Source: an optimization exercise on an open RTL-to-GDS flow (aim: small area and a short achievable clock period). Production flows keep margins and buffers that such runs may drop.
Only simulation tests tie the RTL to the original design; equivalence was not proved.
Power is estimated from default activity; no workload was simulated.

**design.v**
```verilog
package dap_bus_pkg;
    typedef logic [11:0] haddr_t;
    typedef logic [31:0] hdata_t;
    typedef logic [3:0] strobe_t;
endpackage
package dap_cmd_pkg;
    typedef logic [7:0] cmd_byte_t;
    typedef logic [11:0] pack_len_t;
    typedef enum logic [1:0] {
        CLASS_ABORT,
        CLASS_QUEUE,
        CLASS_DELAY,
        CLASS_HELPER
    } cmd_class_t;
    typedef enum logic [1:0] {
        SEQ_CMD,
        SEQ_NUM,
        SEQ_BUSY,
        SEQ_DRAIN
    } seq_state_t;
endpackage
`timescale 1ns/1ns
module dap_controller (
    input  logic                   hclk,
    input  logic                   hresetn,
    input  logic                   hsel,
    input  dap_bus_pkg::haddr_t    haddr,
    input  logic [1:0]             htrans,
    input  logic [2:0]             hsize,
    input  logic                   hwrite,
    input  logic                   hready,
    input  dap_bus_pkg::hdata_t    hwdata,
    output logic                   hreadyout,
    output logic                   hresp,
    output dap_bus_pkg::hdata_t    hrdata,
    output logic                   intr,
    input  logic                   dap_in_tvalid,
    output logic                   dap_in_tready,
    input  dap_cmd_pkg::cmd_byte_t dap_in_tdata,
    output logic                   dap_out_tvalid,
    output dap_cmd_pkg::cmd_byte_t dap_out_tdata,
    input  logic                   dap_out_tready,
    output dap_cmd_pkg::pack_len_t dap_out_tlen
);
    logic       rd_cr, rd_time, rd_sr, rd_dr, rd_cur;
    logic       wr_time, wr_sr3, wr_dr0;
    logic [3:0] wr_cr;
    logic       rd_dr_nx;
    logic       trans_req;
    logic [3:0] strobe_nxt;
    logic       a_cr, a_time, a_sr, a_dr, a_cur;
    assign trans_req = hsel && htrans[1] && hready;
    assign a_cr   = haddr[11:2] == 10'd0;
    assign a_time = haddr[11:2] == 10'd1;
    assign a_sr   = haddr[11:2] == 10'd2;
    assign a_dr   = haddr[11:2] == 10'd3;
    assign a_cur  = haddr[11:2] == 10'd4;
    always_comb begin
        case (hsize)
            3'b000:  strobe_nxt = 4'b0001 << haddr[1:0];
            3'b001:  strobe_nxt = haddr[1] ? 4'b1100 : 4'b0011;
            default: strobe_nxt = 4'b1111;
        endcase
    end
    logic rd_cr_nx, rd_time_nx, rd_sr_nx, rd_cur_nx;
    assign rd_dr_nx   = hready ? (trans_req && !hwrite && a_dr)   : rd_dr;
    assign rd_cr_nx   = hready ? (trans_req && !hwrite && a_cr)   : rd_cr;
    assign rd_time_nx = hready ? (trans_req && !hwrite && a_time) : rd_time;
    assign rd_sr_nx   = hready ? (trans_req && !hwrite && a_sr)   : rd_sr;
    assign rd_cur_nx  = hready ? (trans_req && !hwrite && a_cur)  : rd_cur;
    always_ff @(posedge hclk or negedge hresetn) begin
        if (!hresetn) begin
            rd_cr   <= 1'b0;
            rd_time <= 1'b0;
            rd_sr   <= 1'b0;
            rd_dr   <= 1'b0;
            rd_cur  <= 1'b0;
            wr_time <= 1'b0;
            wr_sr3  <= 1'b0;
            wr_dr0  <= 1'b0;
            wr_cr   <= '0;
        end else begin
            rd_dr   <= rd_dr_nx;
            rd_cr   <= rd_cr_nx;
            rd_time <= rd_time_nx;
            rd_sr   <= rd_sr_nx;
            rd_cur  <= rd_cur_nx;
            if (hready) begin
                wr_time <= trans_req && hwrite && a_time;
                wr_sr3  <= trans_req && hwrite && a_sr && strobe_nxt[3];
                wr_dr0  <= trans_req && hwrite && a_dr && strobe_nxt[0];
                wr_cr   <= {4{trans_req && hwrite && a_cr}} & strobe_nxt;
            end
        end
    end
    logic [31:0] cr_q, cr_nx;
    logic [31:0] clk_count;
    logic [5:0]  us_div;
    logic [3:0]  dr_wait;
    logic        us_tick;
    logic        dap_en;
    logic        helper_release;
    assign dap_en         = cr_q[0];
    assign us_tick        = us_div == 6'd59;
    assign helper_release = wr_sr3 && hwdata[31];
    always_comb begin
        for (int i = 0; i < 4; i++) begin
            cr_nx[8*i +: 8] = wr_cr[i] ? hwdata[8*i +: 8] : cr_q[8*i +: 8];
        end
    end
    always_ff @(posedge hclk or negedge hresetn) begin
        if (!hresetn) begin
            cr_q <= '0;
        end else begin
            cr_q <= cr_nx;
        end
    end
    logic [31:0] clk_nx;
    assign clk_nx = wr_time ? 32'd0 : clk_count + 32'd1;
    always_ff @(posedge hclk or negedge hresetn) begin
        if (!hresetn) begin
            clk_count <= '0;
            us_div    <= '0;
        end else begin
            clk_count <= clk_nx;
            us_div    <= (wr_time || us_tick) ? 6'd0 : us_div + 6'd1;
        end
    end
    logic       stall_q;
    logic [3:0] dr_wait_nx;
    assign hreadyout = !stall_q || dap_in_tvalid;
    assign hresp     = 1'b0;
    assign dr_wait_nx = (stall_q && !dap_in_tvalid) ? dr_wait + 4'd1 : 4'd0;
    always_ff @(posedge hclk) begin
        dr_wait <= dr_wait_nx;
    end
    always_ff @(posedge hclk or negedge hresetn) begin
        if (!hresetn) begin
            stall_q <= 1'b0;
        end else begin
            stall_q <= rd_dr_nx && dr_wait_nx != 4'd15;
        end
    end
    localparam logic [3:0] S_CMD   = 4'b0000;
    localparam logic [3:0] S_NUM   = 4'b0001;
    localparam logic [3:0] S_DLO   = 4'b0010;
    localparam logic [3:0] S_DHI   = 4'b0011;
    localparam logic [3:0] S_HELP  = 4'b0100;
    localparam logic [3:0] S_DST   = 4'b0101;
    localparam logic [3:0] S_DWAIT = 4'b0110;
    localparam logic [3:0] S_DRAIN = 4'b1000;
    localparam logic [3:0] S_POP   = 4'b1001;
    logic [3:0]  state, state_nx;
    logic [7:0]  num_cmd, num_nx;
    logic [15:0] us_left;
    logic        us_zero;
    logic [7:0]  processing_cmd;
    logic [8:0]  tlen_q;
    logic seq_tready, helper_busy;
    logic in_fire, is_abort, is_queue, is_delay;
    logic delay_done, cmd_done;
    assign seq_tready   = state == S_CMD || state == S_NUM;
    assign helper_busy  = state == S_HELP;
    assign in_fire      = dap_en && seq_tready && dap_in_tvalid;
    assign is_abort     = dap_in_tdata == 8'h07;
    assign is_queue     = dap_in_tdata == 8'h7E || dap_in_tdata == 8'h7F;
    assign is_delay     = dap_in_tdata == 8'h09;
    assign delay_done   = state == S_DWAIT && us_tick && us_zero;
    assign cmd_done     = (state == S_HELP && helper_release) || delay_done;
    logic [8:0] fcnt;
    logic       f_empty, f_one, f_two, f_full;
    logic       e_nx;
    logic       wr_ok, rd_ok;
    always_comb begin
        state_nx = state;
        num_nx   = num_cmd;
        if (!dap_en) begin
            state_nx = S_CMD;
            num_nx   = '0;
        end else begin
            case (state)
                S_CMD: begin
                    if (dap_in_tvalid) begin
                        if (is_queue) state_nx = S_NUM;
                        else if (is_delay) state_nx = S_DST;
                        else if (!is_abort) state_nx = S_HELP;
                    end
                end
                S_NUM: begin
                    if (dap_in_tvalid) begin
                        num_nx   = dap_in_tdata;
                        state_nx = S_CMD;
                    end
                end
                S_DST: state_nx = S_DLO;
                S_DLO: if (dap_in_tvalid) state_nx = S_DHI;
                S_DHI: if (dap_in_tvalid) state_nx = S_DWAIT;
                S_DRAIN: state_nx = S_POP;
                S_POP: if (f_empty) state_nx = S_CMD;
                default: ;
            endcase
            if (cmd_done) begin
                if (num_cmd > 8'd1) begin
                    num_nx   = num_cmd - 8'd1;
                    state_nx = S_CMD;
                end else begin
                    num_nx   = '0;
                    state_nx = S_DRAIN;
                end
            end
        end
    end
    always_ff @(posedge hclk) begin
        state   <= state_nx;
        num_cmd <= num_nx;
    end
    always_ff @(posedge hclk or negedge hresetn) begin
        if (!hresetn) begin
            intr           <= 1'b0;
            dap_in_tready  <= 1'b0;
            dap_out_tvalid <= 1'b0;
        end else begin
            intr           <= cr_nx[31] && state_nx == S_HELP;
            dap_in_tready  <= cr_nx[0] && (state_nx[3:2] == 2'b00 || rd_dr_nx);
            dap_out_tvalid <= state_nx == S_POP && !e_nx;
        end
    end
    always_ff @(posedge hclk) begin
        if (dap_en) begin
            if (state == S_DLO && dap_in_tvalid) us_left[7:0] <= dap_in_tdata;
            if (state == S_DHI && dap_in_tvalid) begin
                us_left[15:8] <= dap_in_tdata;
                us_zero       <= us_left[7:0] == 8'd0 && dap_in_tdata == 8'd0;
            end
            if (state == S_DWAIT && us_tick && !us_zero) begin
                us_left <= us_left - 16'd1;
                us_zero <= us_left == 16'd1;
            end
            if (state == S_DRAIN) tlen_q <= fcnt;
        end
    end
    logic [7:0] pc_nx;
    assign pc_nx = (in_fire && state == S_CMD) ? dap_in_tdata : processing_cmd;
    always_ff @(posedge hclk or negedge hresetn) begin
        if (!hresetn) begin
            processing_cmd <= '0;
        end else begin
            processing_cmd <= pc_nx;
        end
    end
    assign dap_out_tlen = {3'd0, tlen_q};
    logic [31:0] hr_reg_q;
    always_ff @(posedge hclk) begin
        hr_reg_q <= ({32{rd_cr_nx}}   & cr_nx)
                  | ({32{rd_time_nx}} & clk_nx)
                  | {rd_sr_nx && state_nx == S_HELP, 31'd0}
                  | ({32{rd_cur_nx}}  & {24'd0, pc_nx});
    end
    assign hrdata = hr_reg_q | ({32{rd_dr}} & {4{dap_in_tdata}});
    logic       fifo_push;
    logic [7:0] fifo_wdata;
    logic       cmd_en, num_en;
    assign cmd_en = dap_en && state == S_CMD;
    assign num_en = dap_en && state == S_NUM;
    assign fifo_push  = wr_dr0 || delay_done || (dap_in_tvalid && (num_en || (cmd_en && !is_abort)));
    assign fifo_wdata = wr_dr0 ? hwdata[7:0] : (seq_tready ? dap_in_tdata : 8'h00);
    assign wr_ok = fifo_push && !f_full;
    assign rd_ok = dap_out_tvalid && dap_out_tready;
    logic       wr_q;
    logic [7:0] wd_q;
    logic [7:0] ridx;
    logic [8:0] fcnt_inc, fcnt_dec;
    logic [7:0] ridx_inc, ridx_dec;
    always_comb begin
        logic c, b;
        c = 1'b1;
        b = 1'b1;
        for (int i = 0; i < 9; i++) begin
            fcnt_inc[i] = fcnt[i] ^ c;
            fcnt_dec[i] = fcnt[i] ^ b;
            c = c & fcnt[i];
            b = b & !fcnt[i];
        end
        c = 1'b1;
        b = 1'b1;
        for (int i = 0; i < 8; i++) begin
            ridx_inc[i] = ridx[i] ^ c;
            ridx_dec[i] = ridx[i] ^ b;
            c = c & ridx[i];
            b = b & !ridx[i];
        end
    end
    assign e_nx = !wr_ok && (f_empty || (f_one && rd_ok));
    always_ff @(posedge hclk or negedge hresetn) begin
        if (!hresetn) begin
            fcnt    <= '0;
            f_empty <= 1'b1;
            f_one   <= 1'b0;
            f_two   <= 1'b0;
            f_full  <= 1'b0;
        end else if (wr_ok != rd_ok) begin
            fcnt    <= rd_ok ? fcnt_dec : fcnt_inc;
            f_empty <= rd_ok && f_one;
            f_one   <= rd_ok ? f_two : f_empty;
            f_two   <= rd_ok ? (fcnt == 9'd3) : f_one;
            f_full  <= !rd_ok && (fcnt == 9'd255);
        end
    end
    logic [7:0]  ridx_pop, ridx_nopop;
    logic [15:0] lo_pop, lo_nopop, hi_pop, hi_nopop;
    assign ridx_pop   = wr_q ? ridx : ridx_dec;
    assign ridx_nopop = wr_q ? ridx_inc : ridx;
    always_comb begin
        for (int j = 0; j < 16; j++) begin
            lo_pop[j]   = ridx_pop[3:0] == 4'(j);
            lo_nopop[j] = ridx_nopop[3:0] == 4'(j);
            hi_pop[j]   = ridx_pop[7:4] == 4'(j);
            hi_nopop[j] = ridx_nopop[7:4] == 4'(j);
        end
    end
    always_ff @(posedge hclk or negedge hresetn) begin
        if (!hresetn) begin
            ridx <= 8'd254;
        end else begin
            ridx <= rd_ok ? ridx_pop : ridx_nopop;
        end
    end
    logic [15:0] sel_lo, sel_hi;
    always_ff @(posedge hclk) begin
        sel_lo <= rd_ok ? lo_pop : lo_nopop;
        sel_hi <= rd_ok ? hi_pop : hi_nopop;
    end
    always_ff @(posedge hclk or negedge hresetn) begin
        if (!hresetn) begin
            wr_q <= 1'b0;
        end else begin
            wr_q <= wr_ok;
        end
    end
    always_ff @(posedge hclk) begin
        wd_q <= fifo_wdata;
    end
    localparam int NE = 256 - 1;
    logic [8*NE-1:0] fifo_sr;
    logic [7:0]      sr_byte;
    logic [7:0]      next_head;
    logic [7:0]      head_q;
    always_ff @(posedge hclk) begin
        if (wr_q) begin
            fifo_sr <= {fifo_sr[8*NE-9:0], wd_q};
        end
    end
    logic [8*16-1:0]  row_byte;
    logic [8*256-1:0] fifo_ext;
    assign fifo_ext = {8'h00, fifo_sr};
    always_comb begin
        sr_byte = '0;
        for (int g = 0; g < 16; g++) begin
            row_byte[8*g +: 8] = '0;
            for (int j = 0; j < 16; j++) begin
                row_byte[8*g +: 8] = row_byte[8*g +: 8] | ({8{sel_lo[j]}} & fifo_ext[8*(16*g+j) +: 8]);
            end
            sr_byte = sr_byte | ({8{sel_hi[g]}} & row_byte[8*g +: 8]);
        end
    end
    assign next_head = (wr_q && f_two) ? wd_q : sr_byte;
    always_ff @(posedge hclk) begin
        if (f_empty || rd_ok) begin
            head_q <= (f_empty || f_one) ? fifo_wdata : next_head;
        end
    end
    assign dap_out_tdata = head_q;
endmodule
```
**flow/run.sh**
```bash
#!/bin/bash
set -euo pipefail
bash standard.sh "BUFFER_PORTS_ARGS=-buffer_cell sky130_fd_sc_hd__buf_4" finish > standard_flow.log 2>&1
```
**standard.sh**
```bash
#!/bin/bash
# synth_recipe.tcl (not shown) runs the flow's synth.tcl, then flattens the netlist and writes it again
# the make line also repeats each setting of config.mk as NAME=value (left out here)
make -C /OpenROAD-flow-scripts/flow DESIGN_CONFIG=/design/flow/config.mk WORK_HOME=/design/flow/orfs CLKGATE_MAP_FILE= SYNTH_SCRIPT=/design/flow/synth_recipe.tcl "${@:-finish}"
```
**config.mk**
```make
export PLATFORM = sky130hd
export DESIGN_NAME = dap_controller
export DESIGN_NICKNAME = dap_controller
export VERILOG_FILES = /design/flow/design.v
export SDC_FILE = /design/flow/constraint.sdc
export NUM_CORES = 4
export LEC_CHECK = 0
export CAP_MARGIN = 20
export CORE_MARGIN = 2
export CORE_UTILIZATION = 55
export CTS_BUF_LIST = sky130_fd_sc_hd__clkbuf_16
export CTS_CLUSTER_DIAMETER = 60
export CTS_CLUSTER_SIZE = 25
export PLACE_DENSITY = 0.65
export SETUP_SLACK_MARGIN = 3.3
export SLEW_MARGIN = 60
```
**constraint.sdc**
```tcl
create_clock -name core_clock -period 6.5 [get_ports {hclk}]
set_input_delay 1.3000 -clock core_clock [delete_from_list [all_inputs] [get_ports {hclk}]]
set_output_delay 1.3000 -clock core_clock [all_outputs]
set_load 0.01 [all_outputs]
```
==> results of run 1 <==
[through the flow]
step | area, um2 | util | power [uW]
CTS | 92100 | 0.615 | 27800
detailed placement | 87200 | 0.583 | 18100
global route | 92300 | 0.617 | 28400
floorplan | 82800 | - | 17400
finish | 92300 | 0.617 | 27600
global placement | 86200 | 0.576 | 18000
[metal layers]
| layer | track usage | up-vias |
|---|---|---|
| met1 | 0.401 | 23600 |
| met3 | 0.0438 | 304 |
| met5 | 0 | - |
| met4 | 0.0674 | 0 |
| li1 | - | 19300 |
| met2 | 0.386 | 2417 |
[layout make-up]
cell class              count  area, um2
clock buffers             146       3650
well taps                2016       2520
multi-input cells        1953      14900
flip-flops and latches   2278      67000
clock inverters           110       1170
inverters                  33        125
diodes                      3       7.51
fillers                 10700      57300
repair buffers            254       2930
[cells in the mapped netlist, drive strengths merged (30+ instances only)]
| library cell | n |
|---|---|
| nand2 | 70 |
| nand3 | 75 |
| edfxtp | 2074 |
| buf | 106 |
| inv | 32 |
| xor2 | 36 |
| nor3 | 30 |
| a22o | 444 |
| nor2 | 122 |
| o21ai | 50 |
| a21oi | 36 |
| a221oi | 413 |
| dfrtp | 108 |
| nand4 | 146 |
| clkbuf | 165 |
| nand2b | 54 |
| mux2 | 40 |
| dfxtp | 88 |
| a22oi | 224 |
[critical path: cells and delay by family]
| kind | cells | cell delay (ps) |
|---|---|---|
| simple gates | 2 | 310 |
| buf+inv | 2 | 330 |
[state kept, by name, indices dropped and copies added (netlist names), 9 cells and up]
signal,flops
clk_count,32
hr_reg_q,32
us_left,16
cr_q,32
tlen_q,9
fcnt,9
sel_lo,16
fifo_sr,2040
sel_hi,16
[cells in the final DEF, fill, tap and decap left out, drive strengths merged, types with 7 or more instances in the layout]
cell type,synthesis,final
a21oi,36,36
a221o,8,8
a221oi,413,413
a222oi,16,16
a22o,444,444
a22oi,224,224
a31oi,7,7
and3,14,14
buf,106,252
bufinv,0,11
clkbuf,165,147
clkinv,1,40
clkinvlp,0,12
dfrtp,108,108
dfstp,8,8
dfxtp,88,88
edfxtp,2074,2074
ha,19,19
inv,32,80
mux2,40,40
mux2i,10,10
nand2,70,70
nand2b,54,54
nand3,75,75
nand4,146,146
nor2,122,122
nor2b,9,9
nor3,30,30
nor4,18,18
o21ai,50,50
o22ai,12,12
xnor2,27,27
xor2,36,36
[power by group through the flow]
stage          clock network, uW  registers [uW]  logic, uW
3_5_place_dp                   0           16200       1880
2_1_floorplan                  0           16200       1190
4_1_cts                     9990           15900       1890
6_report                    9800           15900       1890
5_1_grt                    10500           15900       2040
3_3_place_gp                   0           16300       1750
[how the worst max path moves through the flow]
stage | from | to | slack [ps] | cells past startpoint
after detailed placement | dap_in_tdata[4] | fcnt[7] | 2960 | 8
final | dap_in_tdata[6] | hrdata[22] | 3260 | 4
after global placement | haddr[9] | hr_reg_q[7] | 2790 | 7
after global routing | dap_in_tdata[3] | hrdata[19] | 3250 | 4
after CTS | dap_in_tdata[7] | hrdata[7] | 3250 | 4
after floorplan | wr_q | sel_lo[10] | -8720 | 5
[timing repair]
item                                    in CTS  in global routing
gates resized for setup                     11                  7
endpoints found under the setup margin      32                 22
pin swaps                                    0                  0
endpoints found under the hold margin        0                  0
cloned                                       0                  0
[cells by family (layout without fill, tap and decap cells)]
family | count (synthesis) | after routing | synth area share
other | 1 | 7 | 0.0000453
AOI/OAI and AO/OA | 1254 | 1254 | 0.125
buffers and inverters | 304 | 543 | 0.0142
and+or+nand+nor | 563 | 563 | 0.0360
DFF | 2278 | 2278 | 0.808
adders and majority gates | 19 | 19 | 0.00287
xor gates and xnor gates | 63 | 63 | 0.00675
muxes | 50 | 50 | 0.00665
==> impl_metrics.tcl, run 1 <==
set metrics [dict create \
    status "complete, no violations" \
    core_um2 150000 \
    ys.flop_type "edfxtp_1" \
    dr_wl_met2_mm 91.2 \
    cts.sinks 2278 \
    reg2reg_setup_slack_ps 3330 \
    synthCells 4532 \
    p_per_area_nw_per_um2 299 \
    worst_slew_pin_slew_ps 618 \
    grt_max_degree 116 \
    htree_levels 4 \
    path_max_fanout 8 \
    synth_seq_cells 2278 \
    power_frac_seq 0.576 \
    grtUsageTotal 0.259 \
    route.detailed.drc 0 \
    p_sw_frac 0.227 \
    cts_root_buf "clkbuf_16" \
    dp_hpwl_mm 112 \
    grt_pass1_vias 44300 \
    start_util 0.554 \
    clock_skew_ps 29.9 \
    yosysWarnings 1 \
    critical_path_arrival_ps 1940 \
    p_sw_uw 6270 \
    synth_enable_flop_cells 2074 \
    setup_violations 0 \
    globalplace.congestion 0.814 \
    critPathMaxStageDelay_ps 190 \
    ys_seq_area_frac 0.808 \
    avgRoutedWirePerCell_um 29.5 \
    antenna_found_initial 3 \
    fin_hold_ws_ps 424 \
    r2r_start "sel_lo[7]" \
    place_inst 6528 \
    worst_setup_path_end_kind "primary output" \
    p_clk_frac 0.355 \
    syn2layout_area_growth_pct 11.4 \
    rsz0062_at_grt "yes" \
    path_cells "buf_4 > nand2_2 > nand2b_1 > buf_4" \
    stdcell_count 6793 \
    row_count 142 \
    avgSynthCellArea_um2 18.3 \
    syn_area_um2 82800 \
    cellLeakagePower_uw 0.0241 \
    synth.top_cell.area_share 0.752 \
    routed_via_density 6.72 \
    ys_top_cells_by_area "edfxtp_1 (75%), a22o_1 (4.7%), a221oi_1 (4.4%)" \
    ctsHoldBuffers 0 \
    wl_met1_mm 85.4 \
    firstDrtPassIters 5 \
    hold_viol 0 \
    grt_pass1_wl_mm 294 \
    cts_setup_buffers 0 \
    wl_mm 201 \
    io_pins 121 \
    fin_crit_sh 0.499 \
    top_layer "met4" \
    path_common_cell "buf_4" \
    die_w_um 392 \
    setup-tns-final_ps 0 \
    crit_path_top_delay_cell "buf_4" \
    overflow 0 \
    die_h_um 392 \
    cts_tree "done" \
    cts_buffer_depth 3 \
    finalMaxSlewViolations 0 \
    slew_headroom 0.588 \
    drv_cap 0 \
    drive_gt1_frac 0.126 \
    numCtsBuffers 139 \
    crit_type "primary input to primary output" \
    ys_types 71 \
    setup_ws_ps 3260 \
    yosysTopAreaCell "edfxtp_1" \
    start_kind "primary input" \
    io_buffers 115 \
    worst-endpoint-required_ps 5200 \
    drtAntennaViolNets 0 \
    p_int_uw 21300 \
    place_ws_ps 2960 \
    timing.rr.end "head_q[0]" \
    period_minus_slack_ps 3240 \
    vdd_drop_max_mv 0.262 \
    dieArea_um2 154000 \
    ff2ff_path_depth 10 \
    hold_class "primary input to asynchronous set/reset pin" \
    wl_met3_mm 18.9 \
    synth-async-reset-ratio 0.0509 \
    insertion_delay_ps 810 \
    nets 4742 \
    vias 45700 \
    p_comb_frac 0.069 \
    drtIter0Drc 6171 \
    clk_pin_slew_ps 80 \
    max_freq_ghz 0.308 \
]
==> inputs of run 2 (changes only) <==
--- a/config.mk
+++ b/config.mk
@@ -14,3 +14,3 @@
 export PLACE_DENSITY = 0.65
-export SETUP_SLACK_MARGIN = 3.3
-export SLEW_MARGIN = 60
+export SETUP_SLACK_MARGIN = 3.6
+export SLEW_MARGIN = 20
==> run 2 against run 1 <==
- via count up 1.2%
- sequential share of layout area is 0.53 points lower
- first-iteration DRC count grew 3.1%
- utilization increased by 0.44 points
- synthesized cell count stayed put
- clock skew increased by 6.4 ps
- die area is the same
- clock power is 1% lower
- final cell count is 0.50% higher
- worst setup slack improved by 200 ps
- largest cell class unchanged
- critical path depth unchanged
==> impl_metrics.tcl, run 2 <==
set metrics [dict create \
    status "complete, no violations" \
    rsz0062_at_grt "yes" \
    hold_class "flop to flop" \
    hold_viol 0 \
    grt_pass1_wl_mm 303 \
    min_from "wd_q[1]" \
    use_met1 0.410 \
    dp_hpwl_mm 108 \
    htree_levels 4 \
    vias 46200 \
    insertion_delay_ps 820 \
    drive_gt1_frac 0.138 \
    start_kind "primary input" \
    synthTopCellsByCount "edfxtp_1 (2,074), a22o_1 (444), a221oi_1 (413)" \
    dieArea_um2 154000 \
    max_freq_ghz 0.328 \
    avgSynthCellArea_um2 18.3 \
    crit_type "primary input to primary output" \
    crit_path_top_delay_cell "buf_8" \
    grt_pass1_vias 44300 \
    layout_common_cells "edfxtp_1 (2,074), a22o_1 (444), a221oi_1 (411)" \
    grtUsageTotal 0.270 \
    synthCells 4532 \
    drtIter0Drc 6362 \
    overflow 0 \
    regArea_um2 67000 \
    grt_max_degree 191 \
    cts_root_buf "clkbuf_16" \
    grt-busiest-layer "met1" \
    routed_via_density 6.77 \
    cts_tree "done" \
    ys_types 71 \
    p_per_area_nw_per_um2 297 \
    yosysWarnings 1 \
    firstDrtPassIters 8 \
    period_minus_slack_ps 3050 \
    antenna_found_initial 9 \
    wl_mm 210 \
    vdd_drop_max_mv 0.267 \
    largest_register_ffs 2040 \
    row_count 142 \
    critPathMaxStageDelay_ps 130 \
    route.detailed.drc 0 \
    whs_endpoint "fifo_sr[1]" \
    nets 4776 \
    synth.top_cell.area_share 0.752 \
    ys_seq_area_frac 0.808 \
    stdcell_count 6827 \
    synth-async-reset-ratio 0.0509 \
    die_h_um 392 \
    cts_buffer_depth 3 \
    use_met3 0.0576 \
    yosysTopAreaCell "edfxtp_1" \
    path_cells "buf_8 > nand2_8 > nand2b_4 > buf_6" \
    ys.flop_type "edfxtp_1" \
    start_util 0.554 \
    ctsHoldBuffers 0 \
    worst_slew_pin_slew_ps 1250 \
    ff2ff_path_depth 5 \
    cellLeakagePower_uw 0.0243 \
    globalplace.congestion 0.814 \
    multi_input_area_um2 15200 \
    path_max_fanout 8 \
    cts.sinks 2278 \
    numCtsBuffers 140 \
    synth_enable_flop_cells 2074 \
    min_path_cells 0 \
    io_buffers 115 \
    io_pins 121 \
    fillers 10600 \
    die_w_um 392 \
    avgRoutedWirePerCell_um 30.8 \
    syn2layout_area_growth_pct 12.2 \
    max_flop_register "fifo_sr" \
    fin_crit_sh 0.469 \
    layout_commonest_cell "edfxtp_1" \
    ys_top_cells_by_area "edfxtp_1 (75%), a22o_1 (4.7%), a221oi_1 (4.4%)" \
    use_met2 0.401 \
    reg2reg_setup_slack_ps 3560 \
    setup-tns-final_ps 0 \
    core_um2 150000 \
    drtAntennaViolNets 0 \
    yosysMostFrequentCell "edfxtp_1" \
    place_inst 6484 \
    r2r_start "sel_lo[6]" \
    synth_seq_cells 2278 \
    critical_path_arrival_ps 1750 \
    timing.rr.end "head_q[3]" \
    worst_setup_path_end_kind "primary output" \
    slew_headroom 0.170 \
    drv_cap 0 \
    syn_area_um2 82800 \
    worst-endpoint-required_ps 5200 \
    clk_pin_slew_ps 80 \
    clock_skew_ps 36.3 \
    setup_violations 0 \
    finalMaxSlewViolations 0 \
]
## run 2: cell counts after synthesis
Identical to the previous run, type by type.
## run 2: cell families after synthesis
kind of cell,Yosys count,synth area share
adder cells (fa/ha/maj),19,0.00287
multiplexers,50,0.00665
AO/OA/AOI/OAI,1254,0.125
other,1,0.0000453
buffers and inverters,304,0.0142
XOR/XNOR,63,0.00675
flip-flops,2278,0.808
AND/OR/NAND/NOR,563,0.0360
## run 2: how the worst max path moves through the flow
stage | slack (ps) | depth (start not counted) | start | to
2_1_floorplan | -8720 | 5 | wr_q | sel_lo[10]
3_3_place_gp | 2790 | 7 | haddr[9] | hr_reg_q[7]
3_5_place_dp | 2760 | 7 | haddr[9] | hr_reg_q[3]
4_1_cts | 3430 | 4 | rd_dr | hrdata[1]
5_1_grt | 3430 | 4 | rd_dr | hrdata[22]
6_report | 3450 | 4 | dap_in_tdata[4] | hrdata[28]
## run 2: repair_timing
action                      CTS  global route
setup endpoints to repair  1288           326
setup buffers                38            35
gates cloned                  8             1
pin swaps                    13            15
resized for setup           149            44
## run 2: report_power, final
group | total, uW | internal, uW | switching (uW) | leakage, uW
clock network | 9670 | 4540 | 5130 | 0.00233
logic | 2050 | 876 | 1170 | 0.00675
registers | 15900 | 15800 | 99.8 | 0.0152
total | 27600 | 21200 | 6400 | 0.0243
## run 2: critical path: cells and delay by family
family	cells	cell delay [ps]
buffers and inverters	2	250
and+or+nand+nor	2	190
## run 2: cell type report
cell class / count / area share
diodes: 1 / 0.0000269
clock buffers: 149 / 0.0401
clock inverters: 110 / 0.0111
inverters: 33 / 0.00141
multi-input cells: 1953 / 0.163
flip-flops and latches: 2278 / 0.721
well taps: 2016 / 0.0271
repair buffers: 286 / 0.0358
repair inverters: 1 / 0.0000538
## run 2: per-layer routing
| layer | vias up | wire [um] |
|---|---|---|
| li1 | 19400 | - |
| met1 | 23900 | 86600 |
| met2 | 2595 | 95700 |
| met3 | 293 | 22800 |
| met4 | 6 | 5130 |
| met5 | - | 35 |
## run 2: stage by stage
step                worst slack [ps]  hold slack (ps)  cell area, um2  total power [uW]   util
floorplan                      -8720              409           82800             17400      -
global placement                2790              412           86200             18000  0.576
detailed placement              2760              416           86200             18100  0.576
CTS                             3430              435           92400             27700  0.618
global route                    3430              444           93000             28400  0.621
finish                          3450              434           93000             27600  0.621
==> inputs of run 3 (changes only) <==
--- a/config.mk
+++ b/config.mk
@@ -11,4 +11,4 @@
 export CTS_BUF_LIST = sky130_fd_sc_hd__clkbuf_16
-export CTS_CLUSTER_DIAMETER = 60
-export CTS_CLUSTER_SIZE = 25
+export CTS_CLUSTER_DIAMETER = 70
+export CTS_CLUSTER_SIZE = 30
 export PLACE_DENSITY = 0.65
==> run 3 against run 2 <==
- highest routed layer unchanged
- maximum frequency rose by 0.71%
- first-iteration DRC count fell by 0.97%
- clock skew fell by 0.58 ps
- still clean
- utilization fell by 0.33 points
- sequential share of layout area rose by 0.39 points
- power fell by 2.7%
- worst hold slack improved by 0.58 ps
==> impl_metrics.tcl, run 3 <==
set metrics [dict create \
    finalMaxSlewViolations 0 \
    start_util 0.554 \
    clock_skew_ps 35.7 \
    route.detailed.drc 0 \
    drive_gt1_frac 0.134 \
    die_w_um 392 \
    slew_headroom 0.189 \
    fillers 10600 \
    p_total_uw 26900 \
    ff2ff_path_depth 5 \
    cp_top_family "buffers and inverters" \
    numCtsBuffers 118 \
    largest_register_ffs 2040 \
    cts.sinks 2278 \
    hold_class "flop to flop" \
    htree_levels 3 \
    layout_common_cells "edfxtp_1 (2,074), a22o_1 (444), a221oi_1 (410)" \
    dp_hpwl_mm 108 \
    clk_pin_slew_ps 110 \
    path_cells "buf_12 > nand2_8 > nand2b_4 > buf_6" \
    cellLeakagePower_uw 0.0241 \
    grt_max_degree 191 \
    worst_slew_pin_slew_ps 1220 \
    drv_cap 0 \
    start_kind "primary input" \
    synth.top_cell.area_share 0.752 \
    cts_tree "done" \
    synth-async-reset-ratio 0.0509 \
    critical_path_buf_inv_count 2 \
    avgSynthCellArea_um2 18.3 \
    routed_via_density 6.81 \
    die_h_um 392 \
    io_pins 121 \
    nets 4755 \
    use_met3 0.0510 \
    cp.depth 4 \
    syn2layout_area_growth_pct 11.6 \
    antenna_found_initial 8 \
    fin_crit_sh 0.465 \
    ys_seq_area_frac 0.808 \
    num_antenna_cells 0 \
    path_max_fanout 4 \
    synth_seq_cells 2278 \
    min_path_cells 0 \
    globalplace.congestion 0.814 \
    status "complete, no violations" \
    ys_top_cells_by_area "edfxtp_1 (75%), a22o_1 (4.7%), a221oi_1 (4.4%)" \
    syn_area_um2 82800 \
    yosysTopAreaCell "edfxtp_1" \
    cts_buffer_depth 3 \
    dpl-instance-area_um2 86200 \
    synthTopCellsByCount "edfxtp_1 (2,074), a22o_1 (444), a221oi_1 (413)" \
    period_minus_slack_ps 3030 \
    grt_pass1_vias 44200 \
    firstDrtPassIters 7 \
    insertion_delay_ps 770 \
    setup_violations 0 \
    final_area_um2 92500 \
    grt-busiest-layer "met1" \
    ctsHoldBuffers 0 \
    final_core_util 0.618 \
    overflow 0 \
    row_count 142 \
    use_met1 0.412 \
    ys_types 71 \
    vias 46200 \
    setup-tns-final_ps 0 \
    yosysWarnings 1 \
    max_flop_register "fifo_sr" \
    ys.flop_type "edfxtp_1" \
    rsz0062_at_grt "yes" \
    p_per_area_nw_per_um2 290 \
    crit_type "primary input to primary output" \
    grtUsageTotal 0.268 \
    critical_path_arrival_ps 1720 \
    dieArea_um2 154000 \
    hold_viol 0 \
    core_um2 150000 \
    worst_setup_path_end_kind "primary output" \
    io_buffers 115 \
    synthCells 4532 \
    worst-endpoint-required_ps 5200 \
    synth_enable_flop_cells 2074 \
    yosysMostFrequentCell "edfxtp_1" \
    layout_commonest_cell "edfxtp_1" \
    drtIter0Drc 6300 \
    use_met2 0.401 \
    crit_path_top_delay_cell "buf_6" \
    grt_pass1_wl_mm 302 \
    cts_root_buf "clkbuf_16" \
    avgRoutedWirePerCell_um 30.9 \
    wl_mm 210 \
    max_freq_ghz 0.331 \
    drtAntennaViolNets 0 \
    critPathMaxStageDelay_ps 120 \
    vdd_drop_max_mv 0.266 \
]
## run 3: cell counts after synthesis
No cell type changed its count.
## run 3: metrics by stage
step | setup slack, ps | hold WS (ps) | std cells
after detailed placement | 2760 | 416 | 6484
after global routing | 3420 | 436 | 6790
final | 3480 | 434 | 6790
after global placement | 2790 | 412 | 6484
after floorplan | -8720 | 409 | 4535
after CTS | 3420 | 432 | 6759
## run 3: worst paths after layout
kind / endpoint / from / slack [ps]
max: hrdata[0] / dap_in_tdata[0] / 3480
min: fifo_sr[377] / fifo_sr[369] / 430
max reg2reg: head_q[3] / sel_lo[6] / 3570
min reg2reg: fifo_sr[377] / fifo_sr[369] / 430
max in group asynchronous: wr_q / hresetn / 4560
min in group asynchronous: cr_q[24] / hresetn / 630
## run 3: what timing repair did
item	in CTS	in global routing
buffers inserted	45	28
resized for setup	158	49
gates cloned	8	2
setup endpoints to repair	1330	310
pin swaps	17	15
## run 3: kinds of logic after synthesis
logic type,synth area share
flops,0.808
buf+inv,0.0142
other cells,0.0000453
compound gates,0.125
xor+xnor,0.00675
fa+ha+maj,0.00287
simple gates,0.0360
mux,0.00665
## run 3: power by group
group	switching, uW	total, uW	internal, uW
Clock	5120	8920	3800
Combinational	1170	2050	876
Sequential	97.4	15900	15800
Total	6390	26900	20500
## run 3: per-layer routing
metal | vias up | wire length (um)
met3 | 276 | 23000
li1 | 19400 | -
met1 | 24000 | 86900
met5 | - | 38
met2 | 2574 | 95200
met4 | 6 | 4670
## run 3: layout make-up
| cell class | count | area [um2] | area share |
|---|---|---|---|
| repair inverters | 1 | 5.00 | 0.0000541 |
| well taps | 2016 | 2520 | 0.0273 |
| clock inverters | 100 | 1140 | 0.0123 |
| inverters | 33 | 131 | 0.00142 |
| flip-flops and latches | 2278 | 67000 | 0.725 |
| repair buffers | 287 | 3400 | 0.0367 |
| clock buffers | 122 | 3050 | 0.0330 |
| multi-input cells | 1953 | 15200 | 0.164 |
==> inputs of run 4 (changes only) <==
--- a/config.mk
+++ b/config.mk
@@ -9,3 +9,3 @@
 export CORE_MARGIN = 2
-export CORE_UTILIZATION = 55
+export CORE_UTILIZATION = 65
 export CTS_BUF_LIST = sky130_fd_sc_hd__clkbuf_16
@@ -13,3 +13,3 @@
 export CTS_CLUSTER_SIZE = 30
-export PLACE_DENSITY = 0.65
+export PLACE_DENSITY = 0.75
 export SETUP_SLACK_MARGIN = 3.6
==> run 4 against run 3 <==
- maximum frequency is 1.3% lower
- still clean
- highest routed layer unchanged
- global-route usage up 3.0 points
- combinational power fell by about 10%
- first-iteration DRC count increased by 5.0%
- via count hardly changed
- worst hold slack worse by 4.0 ps
- wire length shrank 4.7%
- critical path depth unchanged
- die area is 15% lower
- clock skew rose by 20 ps
- clock power down 5.5%
- critical endpoint unchanged
- synthesized cell count unchanged
==> impl_metrics.tcl, run 4 <==
set metrics [dict create \
    synth_compound_area_frac 0.125 \
    p_per_area_nw_per_um2 289 \
    layout_commonest_cell "edfxtp_1" \
    avgRoutedWirePerCell_um 31.5 \
    dieArea_um2 130000 \
    hold_class "flop to flop" \
    path_max_fanout 5 \
    use_met2 0.449 \
    vdd_drop_max_mv 0.247 \
    route.detailed.drc 0 \
    period_minus_slack_ps 3070 \
    slew_headroom 0.188 \
    hold_viol 0 \
    max_freq_ghz 0.326 \
    drive_gt1_frac 0.116 \
    numCtsBuffers 109 \
    cts_buffer_depth 3 \
    vias 46200 \
    io_pins 121 \
    ys_top_cells_by_area "edfxtp_1 (75%), a22o_1 (4.7%), a221oi_1 (4.4%)" \
    avgSynthCellArea_um2 18.3 \
    drtAntennaViolNets 0 \
    ctsHoldBuffers 0 \
    yosysWarnings 1 \
    whs_endpoint "fifo_sr[1223]" \
    drv_cap 0 \
    synth_top_family_by_area "compound AO/OA/AOI/OAI gates" \
    r2r_start "sel_lo[5]" \
    yosys.area_share.simple 0.0360 \
    io_buffers 115 \
    yosysTopAreaCell "edfxtp_1" \
    grt-busiest-layer "met2" \
    cts_root_buf "clkbuf_16" \
    clk_pin_slew_ps 120 \
    cts_tree "done" \
    worst_slew_pin_slew_ps 1220 \
    place_ws_ps 2800 \
    nets 4675 \
    ys_types 71 \
    muxShareOfSynthArea 0.00665 \
    synth_seq_cells 2278 \
    status "complete, no violations" \
    die_w_um 361 \
    finalMaxSlewViolations 0 \
    min_path_cells 0 \
    cellLeakagePower_uw 0.0234 \
    reg2reg_setup_slack_ps 3540 \
    synthAdderAreaFrac 0.00287 \
    synthCells 4532 \
    critical_path_arrival_ps 1770 \
    routed_via_density 7.28 \
    dpl-instance-area_um2 85600 \
    grt_pass1_vias 44500 \
    synth_xor_area_frac 0.00675 \
    synth_enable_flop_cells 2074 \
    firstDrtPassIters 6 \
    fin_hold_ws_ps 430 \
    start_util 0.657 \
    rsz0062_at_grt "yes" \
    ys.flop_type "edfxtp_1" \
    synth-async-reset-ratio 0.0509 \
    use_met3 0.0606 \
    ys_seq_area_frac 0.808 \
    worst_setup_path_end_kind "primary output" \
    start_kind "flop" \
    fin_crit_sh 0.472 \
    grtUsageTotal 0.298 \
    timing.rr.end "head_q[4]" \
    yosysMostFrequentCell "edfxtp_1" \
    crit_start "rd_dr" \
    die_h_um 361 \
    worst-endpoint-required_ps 5200 \
    htree_levels 3 \
    row_count 130 \
    setup_ws_ps 3430 \
    syn_area_um2 82800 \
    cts.sinks 2278 \
    grt_pass1_wl_mm 288 \
    synth.top_cell.area_share 0.752 \
    p_total_uw 26200 \
    setup-tns-final_ps 0 \
    use_met1 0.447 \
    overflow 0 \
    dp_hpwl_mm 103 \
    layout_common_cells "edfxtp_1 (2,074), a22o_1 (444), a221oi_1 (413)" \
    ff2ff_path_depth 8 \
    synthTopCellsByCount "edfxtp_1 (2,074), a22o_1 (444), a221oi_1 (413)" \
    wl_mm 200 \
    syn2layout_area_growth_pct 9.60 \
    grt_max_degree 209 \
    crit_type "flop to primary output" \
    antenna_found_initial 4 \
    min_from "fifo_sr[1215]" \
    insertion_delay_ps 760 \
    setup_violations 0 \
    drtIter0Drc 6612 \
    final_area_um2 90800 \
    clock_skew_ps 55.6 \
    max_flop_register "fifo_sr" \
    globalplace.congestion 0.828 \
    core_um2 126000 \
    largest_register_ffs 2040 \
]
==> run 4: changes by cell type in the layout (fill, tap and decap cells not counted), moves of 6 or more <==
| cell | before | now |
|---|---|---|
| buf_12 | 31 | 25 |
| buf_4 | 169 | 119 |
| inv_6 | 28 | 16 |
| diode_2 | 0 | 11 |
| clkbuf_16 | 124 | 116 |
| clkinv_2 | 4 | 10 |
| buf_16 | 19 | 10 |
==> run 4: final cells by class <==
type | count | area (um2)
Antenna cell | 11 | 27.5
Clock buffer | 112 | 2800
Clock inverter | 88 | 1020
Fill cell | 7358 | 35300
Inverter | 33 | 131
Multi-Input combinational cell | 1953 | 15200
Sequential cell | 2278 | 67000
Tap cell | 1650 | 2060
Timing Repair Buffer | 216 | 2520
Timing Repair inverter | 1 | 5.00
==> run 4: power breakdown <==
group          total (uW)  internal, uW  leakage (uW)  switching, uW
logic                1840           801       0.00627           1040
registers           15900         15800        0.0152            149
clock network        8430          3600       0.00189           4830
==> run 4: worst max-delay path, cell delays in order (launching register included) <==
cell and delay, ps:
dfrtp_4 520, buf_12 170, nand2_8 120, nand2b_4 70, buf_6 120
==> run 4: timing repair <==
item	4_1_cts	5_1_grt
buffers inserted	12	5
endpoints found under the setup margin	690	419
pin swaps	8	7
gates cloned	4	4
hold endpoints to repair	0	0
resized for setup	126	42
==> run 4: metrics by stage <==
stage	std cells	util
CTS	6321	0.717
detailed placement	6105	0.679
floorplan	4535	-
global placement	6105	0.679
global route	6332	0.720
finish	6342	0.720
==> run 4: routing by layer <==
metal	share of wire	up-vias	wire length, um
met5	0.000050	-	10
met4	0.028	2	5660
met3	0.12	340	25000
met2	0.46	3011	91800
met1	0.39	23700	77500
li1	-	19100	-
==> run 4: kinds of logic (layout without fill, tap and decap cells) <==
logic type,after synthesis,in the layout
mux,50,50
buf+inv,304,450
flops,2278,2278
other cells,1,15
simple gates,563,563
xor+xnor,63,63
fa+ha+maj,19,19
compound gates,1254,1254
==> run 4: worst max-delay path by stage <==
stage | to | slack (ps) | depth (start not counted)
2_1_floorplan | sel_lo[10] | -8720 | 5
3_3_place_gp | hr_reg_q[31] | 2780 | 7
3_5_place_dp | hr_reg_q[0] | 2800 | 9
4_1_cts | hrdata[8] | 3420 | 4
5_1_grt | hrdata[0] | 3410 | 4
6_report | hrdata[0] | 3430 | 4
==> inputs of run 5 (changes only) <==
==> run.sh (new file) <==
#!/bin/bash
# synth_recipe.tcl (not shown) runs the flow's synth.tcl, then flattens the netlist and writes it again
# the make line also repeats each setting of config.mk as NAME=value (left out here)
make -C /OpenROAD-flow-scripts/flow DESIGN_CONFIG=/design/flow/config.mk WORK_HOME=/design/flow/orfs CLKGATE_MAP_FILE= SYNTH_SCRIPT=/design/flow/synth_recipe.tcl finish
removed: flow/run.sh
removed: standard.sh
==> run 5 against run 4 <==
- sequential share of layout area decreased by 0.50 points
- register-to-register slack about the same
- final cell count increased by 0.66%
- power increased by 1.9%
- cell area increased by 0.68%
- count of clock-buffer cells in the layout increased by 3
- synthesized cell count unchanged
- combinational power increased by 6%
- non-clock buffer count increased by 31
- sequential cell count unchanged
- largest cell class unchanged
==> impl_metrics.tcl, run 5 <==
set metrics [dict create \
    drive_gt1_frac 0.107 \
    yosysWarnings 1 \
    drtIter0Drc 7242 \
    setup_violations 0 \
    place_ws_ps 2170 \
    dieArea_um2 130000 \
    grt_pass1_vias 44700 \
    io_pins 121 \
    clock_skew_ps 55.0 \
    final_core_util 0.725 \
    htree_levels 3 \
    finalMaxSlewViolations 0 \
    fin_crit_sh 0.477 \
    p_total_uw 26700 \
    overflow 0 \
    ys.flop_type "edfxtp_1" \
    routed_via_density 7.33 \
    ys_top_cells_by_area "edfxtp_1 (75%), a22o_1 (4.7%), a221oi_1 (4.4%)" \
    antenna_found_initial 6 \
    yosys.area_share.simple 0.0360 \
    firstDrtPassIters 5 \
    numCtsBuffers 114 \
    die_w_um 361 \
    clk_pin_slew_ps 100 \
    avgRoutedWirePerCell_um 32.2 \
    dp_hpwl_mm 103 \
    route.detailed.drc 0 \
    hold_viol 0 \
    start_util 0.657 \
    muxShareOfSynthArea 0.00665 \
    worst-endpoint-required_ps 5200 \
    crit_type "primary input to primary output" \
    grtUsageTotal 0.309 \
    critical_path_arrival_ps 1800 \
    ys_seq_area_frac 0.808 \
    synthCells 4532 \
    row_count 130 \
    ys_types 71 \
    synth-async-reset-ratio 0.0509 \
    synthTopCellsByCount "edfxtp_1 (2,074), a22o_1 (444), a221oi_1 (413)" \
    synth_xor_area_frac 0.00675 \
    use_met2 0.464 \
    wl_mm 206 \
    cts_root_buf "clkbuf_16" \
    p_per_area_nw_per_um2 292 \
    hold_class "flop to flop" \
    synth_seq_cells 2278 \
    synth_enable_flop_cells 2074 \
    layout_commonest_cell "edfxtp_1" \
    syn_area_um2 82800 \
    cts.sinks 2278 \
    synth_compound_area_frac 0.125 \
    avgSynthCellArea_um2 18.3 \
    use_met3 0.0610 \
    cts_tree "done" \
    fin_hold_ws_ps 431 \
    worst_slew_pin_slew_ps 1260 \
    period_minus_slack_ps 3100 \
    synth_top_family_by_area "compound AO/OA/AOI/OAI gates" \
    max_flop_register "fifo_sr" \
    path_max_fanout 7 \
    core_um2 126000 \
    rsz0062_at_grt "yes" \
    syn2layout_area_growth_pct 10.3 \
    fillers 7312 \
    vias 46800 \
    layout_common_cells "edfxtp_1 (2,074), a22o_1 (444), a221oi_1 (413)" \
    setup_ws_ps 3400 \
    use_met1 0.465 \
    grt-busiest-layer "met1" \
    worst_setup_path_end_kind "primary output" \
    yosysMostFrequentCell "edfxtp_1" \
    nets 4712 \
    max_freq_ghz 0.323 \
    grt_pass1_wl_mm 297 \
    start_kind "primary input" \
    vdd_drop_max_mv 0.252 \
    yosysTopAreaCell "edfxtp_1" \
    globalplace.congestion 0.834 \
    io_buffers 115 \
    status "complete, no violations" \
    cts_buffer_depth 3 \
    drv_cap 0 \
    setup-tns-final_ps 0 \
    slew_headroom 0.159 \
    drtAntennaViolNets 0 \
    grt_max_degree 194 \
    synth.top_cell.area_share 0.752 \
    insertion_delay_ps 800 \
    largest_register_ffs 2040 \
    die_h_um 361 \
    cellLeakagePower_uw 0.0237 \
    synthAdderAreaFrac 0.00287 \
]
## run 5: cell count changes in the layout (fill, tap and decap cells not counted), sizes merged, moves of 3 or more
cell           before  now
dlygate4sd2         0   17
clkinvlp            8   14
clkdlybuf4s50       0   52
clkinv             33   40
buf               209  165
clkbuf            116  119
bufbuf              3    8
diode              11    5
## run 5: stage by stage
step	std cells	area, um2
3_5_place_dp	6103	85900
5_1_grt	6379	91400
6_report	6384	91400
2_1_floorplan	4535	82800
3_3_place_gp	6103	85900
4_1_cts	6360	90900
## run 5: worst max-delay path: stages
cell      delay [ps]
buf_6            140
nand2_8           80
buf_12           120
nand2b_4          60
buf_6             90
## run 5: metal layers
| metal | vias to the layer above | wire, um |
|---|---|---|
| met4 | 4 | 7260 |
| met2 | 3210 | 94100 |
| met5 | - | 21 |
| met1 | 23900 | 78500 |
| li1 | 19300 | - |
| met3 | 433 | 25800 |
## run 5: logic make-up after synthesis
group           count (synthesis)
simple gates                  563
other cells                     1
compound gates               1254
mux                            50
fa+ha+maj                      19
flops                        2278
xor+xnor                       63
buf+inv                       304
## run 5: where the power goes
part	leakage, uW	switching (uW)	internal, uW
combinational	0.00644	1110	841
sequential	0.0152	127	15800
clock	0.00200	5090	3760
## run 5: path summary, 6_finish.rpt
kind / from / to / slack [ps] / depth (start not counted)
worst min register to register: fifo_sr[1987] / fifo_sr[1995] / 430 / 0
max in group asynchronous: hresetn / wr_q / 4550 / 2
worst max-delay path: dap_in_tdata[1] / hrdata[17] / 3400 / 5
worst max register to register: sel_lo[2] / head_q[5] / 3540 / 6
worst min-delay path: fifo_sr[1987] / fifo_sr[1995] / 430 / 0
min in group asynchronous: hresetn / cr_q[27] / 580 / 1
## run 5: cell type report
class / count / area, um2 / share of cell area
Clock buffer: 115 / 2880 / 0.0315
Multi-Input combinational cell: 1953 / 15000 / 0.164
Clock inverter: 101 / 1300 / 0.0142
Antenna cell: 5 / 12.5 / 0.000137
Inverter: 33 / 131 / 0.00144
Tap cell: 1650 / 2060 / 0.0226
Sequential cell: 2278 / 67000 / 0.733
Timing Repair Buffer: 247 / 2960 / 0.0323
Timing Repair inverter: 2 / 12.5 / 0.000137
## run 5: what timing repair did
action / in CTS / in global routing
endpoints found under the hold margin: 0 / 0
buffers inserted: 32 / 13
setup endpoints to repair: 909 / 663
hold buffers: 0 / 0
resized for setup: 293 / 48
cloned: 9 / 4
pin swaps: 13 / 8
==> inputs of run 6 (changes only) <==
==> flow/run.sh (new file) <==
#!/bin/bash
set -euo pipefail
bash standard.sh \
  "BUFFER_PORTS_ARGS=-buffer_cell sky130_fd_sc_hd__buf_4" \
  "CTS_ARGS=-sink_clustering_enable -repair_clock_nets -sink_clustering_size 30 -sink_clustering_max_diameter 70 -buf_list sky130_fd_sc_hd__clkbuf_16 -dont_use_dummy_load" \
  finish > standard_flow.log 2>&1
==> standard.sh (new file) <==
#!/bin/bash
# synth_recipe.tcl (not shown) runs the flow's synth.tcl, then flattens the netlist and writes it again
# the make line also repeats each setting of config.mk as NAME=value (left out here)
make -C /OpenROAD-flow-scripts/flow DESIGN_CONFIG=/design/flow/config.mk WORK_HOME=/design/flow/orfs CLKGATE_MAP_FILE= SYNTH_SCRIPT=/design/flow/synth_recipe.tcl "${@:-finish}"
removed: run.sh
==> run 6 against run 5 <==
- sequential power about the same
- maximum frequency increased by 1.8%
- count of clock-buffer cells in the layout decreased by 6
- sequential cell count unchanged
- first-iteration DRC count decreased by 2.0%
- wire length decreased by 2.5%
- final cell count decreased by 2.0%
==> impl_metrics.tcl, run 6 <==
set metrics [dict create \
    synth-async-reset-ratio 0.0509 \
    ys_types 71 \
    dieArea_um2 130000 \
    rsz0062_at_grt "yes" \
    die_w_um 361 \
    final_core_util 0.712 \
    synth_top_family_by_area "compound AO/OA/AOI/OAI gates" \
    ff2ff_path_depth 7 \
    start_util 0.657 \
    stdcell_count 6257 \
    cp.depth 4 \
    htree_levels 3 \
    largest_register_ffs 2040 \
    nets 4687 \
    globalplace.congestion 0.828 \
    route.detailed.drc 0 \
    synth_xor_area_frac 0.00675 \
    setup_violations 0 \
    layout_commonest_cell "edfxtp_1" \
    slew_headroom 0.226 \
    setup-tns-final_ps 0 \
    p_sw_frac 0.215 \
    hold_viol 0 \
    worst-endpoint-required_ps 5200 \
    avgRoutedWirePerCell_um 32.0 \
    cts_buffer_depth 3 \
    yosys.area_share.simple 0.0360 \
    critPathMaxStageDelay_ps 130 \
    clk_pin_slew_ps 110 \
    synth_enable_flop_cells 2074 \
    firstDrtPassIters 6 \
    status "complete, no violations" \
    power_frac_seq 0.639 \
    drv_cap 0 \
    synthTopCellsByCount "edfxtp_1 (2,074), a22o_1 (444), a221oi_1 (413)" \
    start_kind "primary input" \
    drtAntennaViolNets 0 \
    cts_tree "done" \
    cts.sinks 2278 \
    grt_max_degree 209 \
    finalMaxSlewViolations 0 \
    worst_setup_path_end_kind "primary output" \
    crit_path_top_delay_cell "buf_12" \
    yosysWarnings 1 \
    routed_via_density 7.35 \
    ys_seq_area_frac 0.808 \
    synthAdderAreaFrac 0.00287 \
    synth_compound_area_frac 0.125 \
    p_int_uw 19600 \
    yosysTopAreaCell "edfxtp_1" \
    avgSynthCellArea_um2 18.3 \
    clock_skew_ps 87.1 \
    ys_top_cells_by_area "edfxtp_1 (75%), a22o_1 (4.7%), a221oi_1 (4.4%)" \
    final_area_um2 89800 \
    p_comb_frac 0.074 \
    overflow 0 \
    hold_class "flop to flop" \
    core_um2 126000 \
    crit_type "primary input to primary output" \
    numCtsBuffers 109 \
    syn2layout_area_growth_pct 8.39 \
    max_flop_register "fifo_sr" \
    cp_top_family "buffers and inverters" \
    worst_slew_pin_slew_ps 1160 \
    path_max_fanout 8 \
    place_inst 6105 \
    drtIter0Drc 7095 \
    ctsHoldBuffers 0 \
    row_count 130 \
    yosysMostFrequentCell "edfxtp_1" \
    min_path_cells 0 \
    synthCells 4532 \
    fin_crit_sh 0.468 \
    insertion_delay_ps 740 \
    fillers 7494 \
    syn_area_um2 82800 \
    cellLeakagePower_uw 0.0229 \
    grt_pass1_vias 44500 \
    antenna_found_initial 5 \
    path_cells "buf_12 > nand2_8 > nand2b_4 > buf_6" \
    drive_gt1_frac 0.102 \
    io_pins 121 \
    grt_pass1_wl_mm 289 \
    dpl-instance-area_um2 85600 \
    muxShareOfSynthArea 0.00665 \
    max_freq_ghz 0.329 \
    die_h_um 361 \
    critical_path_buf_inv_count 2 \
    p_total_uw 25000 \
    layout_common_cells "edfxtp_1 (2,074), a22o_1 (444), a221oi_1 (413)" \
    critical_path_arrival_ps 1740 \
    period_minus_slack_ps 3040 \
    synth_seq_cells 2278 \
    p_sw_uw 5380 \
    p_per_area_nw_per_um2 278 \
    cts_root_buf "clkbuf_16" \
    p_clk_frac 0.287 \
    dp_hpwl_mm 103 \
    io_buffers 115 \
    synth.top_cell.area_share 0.752 \
    vias 46000 \
    grtUsageTotal 0.299 \
    ys.flop_type "edfxtp_1" \
    wl_mm 201 \
    vdd_drop_max_mv 0.210 \
]
## run 6: worst paths after layout
kind	startpoint	to	slack, ps
setup / recovery	dap_in_tdata[0]	hrdata[0]	3460
hold / removal	fifo_sr[1215]	fifo_sr[1223]	400
setup reg to reg	sel_lo[10]	head_q[7]	3590
hold reg to reg	fifo_sr[1215]	fifo_sr[1223]	400
max in group asynchronous	hresetn	clk_count[14]	4600
min in group asynchronous	hresetn	cr_q[27]	670
## run 6: metrics by stage
stage | setup slack (ps) | hold slack [ps]
global placement | 2780 | 411
CTS | 3440 | 405
global route | 3440 | 407
floorplan | -8720 | 409
detailed placement | 2800 | 418
finish | 3460 | 402
## run 6: worst reg2reg max path, delay by kind of cell (launching register included)
family          cells  cell delay [ps]
compound gates      4             1150
buf+inv             2              740
flops               1              570
simple gates        1              190
## run 6: logic make-up after synthesis
logic type	after synthesis
DFF	2278
AOI/OAI and AO/OA	1254
and+or+nand+nor	563
buffers and inverters	304
xor gates and xnor gates	63
muxes	50
adders and majority gates	19
other	1
## run 6: repair_timing
action	CTS	global route
gates cloned	5	6
gates resized for setup	117	46
pin swaps	7	8
buffers inserted	17	9
setup endpoints to repair	696	659
## run 6: routing by layer
metal	routed length (um)	global-route usage	share of wire
met5	27	0	0.00013
met4	6890	0.100	0.034
met3	26400	0.0608	0.13
met2	91100	0.448	0.45
met1	76000	0.447	0.38
## run 6: power by group through the flow
stage	clock network [uW]	logic [uW]	registers, uW
after global routing	7700	1980	15900
after detailed placement	0	1710	16300
after global placement	0	1680	16300
after floorplan	0	1190	16200
final	7170	1850	15900
after CTS	7250	1780	15900
## run 6: layout make-up
type / count / area (um2) / area share
Sequential cell: 2278 / 67000 / 0.747
Multi-Input combinational cell: 1953 / 15100 / 0.169
Clock buffer: 109 / 2730 / 0.0304
Timing Repair Buffer: 227 / 2660 / 0.0296
Tap cell: 1650 / 2060 / 0.0230
Inverter: 33 / 131 / 0.00146
Antenna cell: 5 / 12.5 / 0.000139
Timing Repair inverter: 2 / 10.0 / 0.000112

[separate check: timing with driven ports]
Ports are ideal in the flow. The routed layouts listed here were re-timed in OpenROAD. Step 1 sets driving cells, clkbuf_16 on the clock port and buf_2 on the other inputs (assumed; they add their load-dependent delay and slew). Step 2 also shifts input and output timing later by t, the mid clock arrival at the registers, as if the neighbouring blocks saw the same clock. Three values: no drivers, after step 1, after step 2; two values: the first two.
| run | t, ns | slack for setup (ns) | hold WS [ns] | worst setup path after step 2 | worst register clock-pin slew, ns |
|---|---|---|---|---|---|
| run 1 | 0.877 | 3.257 / 3.232 / 2.946 | 0.424 / 0.392 / 0.433 | input to register | 0.10 / 0.10 |
| run 2 | 0.879 | 3.454 / 3.394 / 2.873 | 0.434 / 0.434 / 0.434 | input to register | 0.10 / 0.10 |
| run 3 | 0.845 | 3.475 / 3.394 / 2.862 | 0.434 / 0.434 / 0.434 | input to register | 0.11 / 0.11 |
| run 4 | 0.818 | 3.434 / 3.352 / 2.959 | 0.430 / 0.430 / 0.430 | input to register | 0.12 / 0.12 |
| run 5 | 0.859 | 3.402 / 3.345 / 2.664 | 0.431 / 0.431 / 0.431 | input to register | 0.11 / 0.11 |
| run 6 | 0.789 | 3.457 / 3.381 / 2.917 | 0.402 / 0.402 / 0.402 | input to register | 0.11 / 0.11 |
After both steps every run listed still meets setup and hold. The setup slack of run 5, which loses most, moves by -0.057 ns with the drivers and by -0.738 ns with both steps.
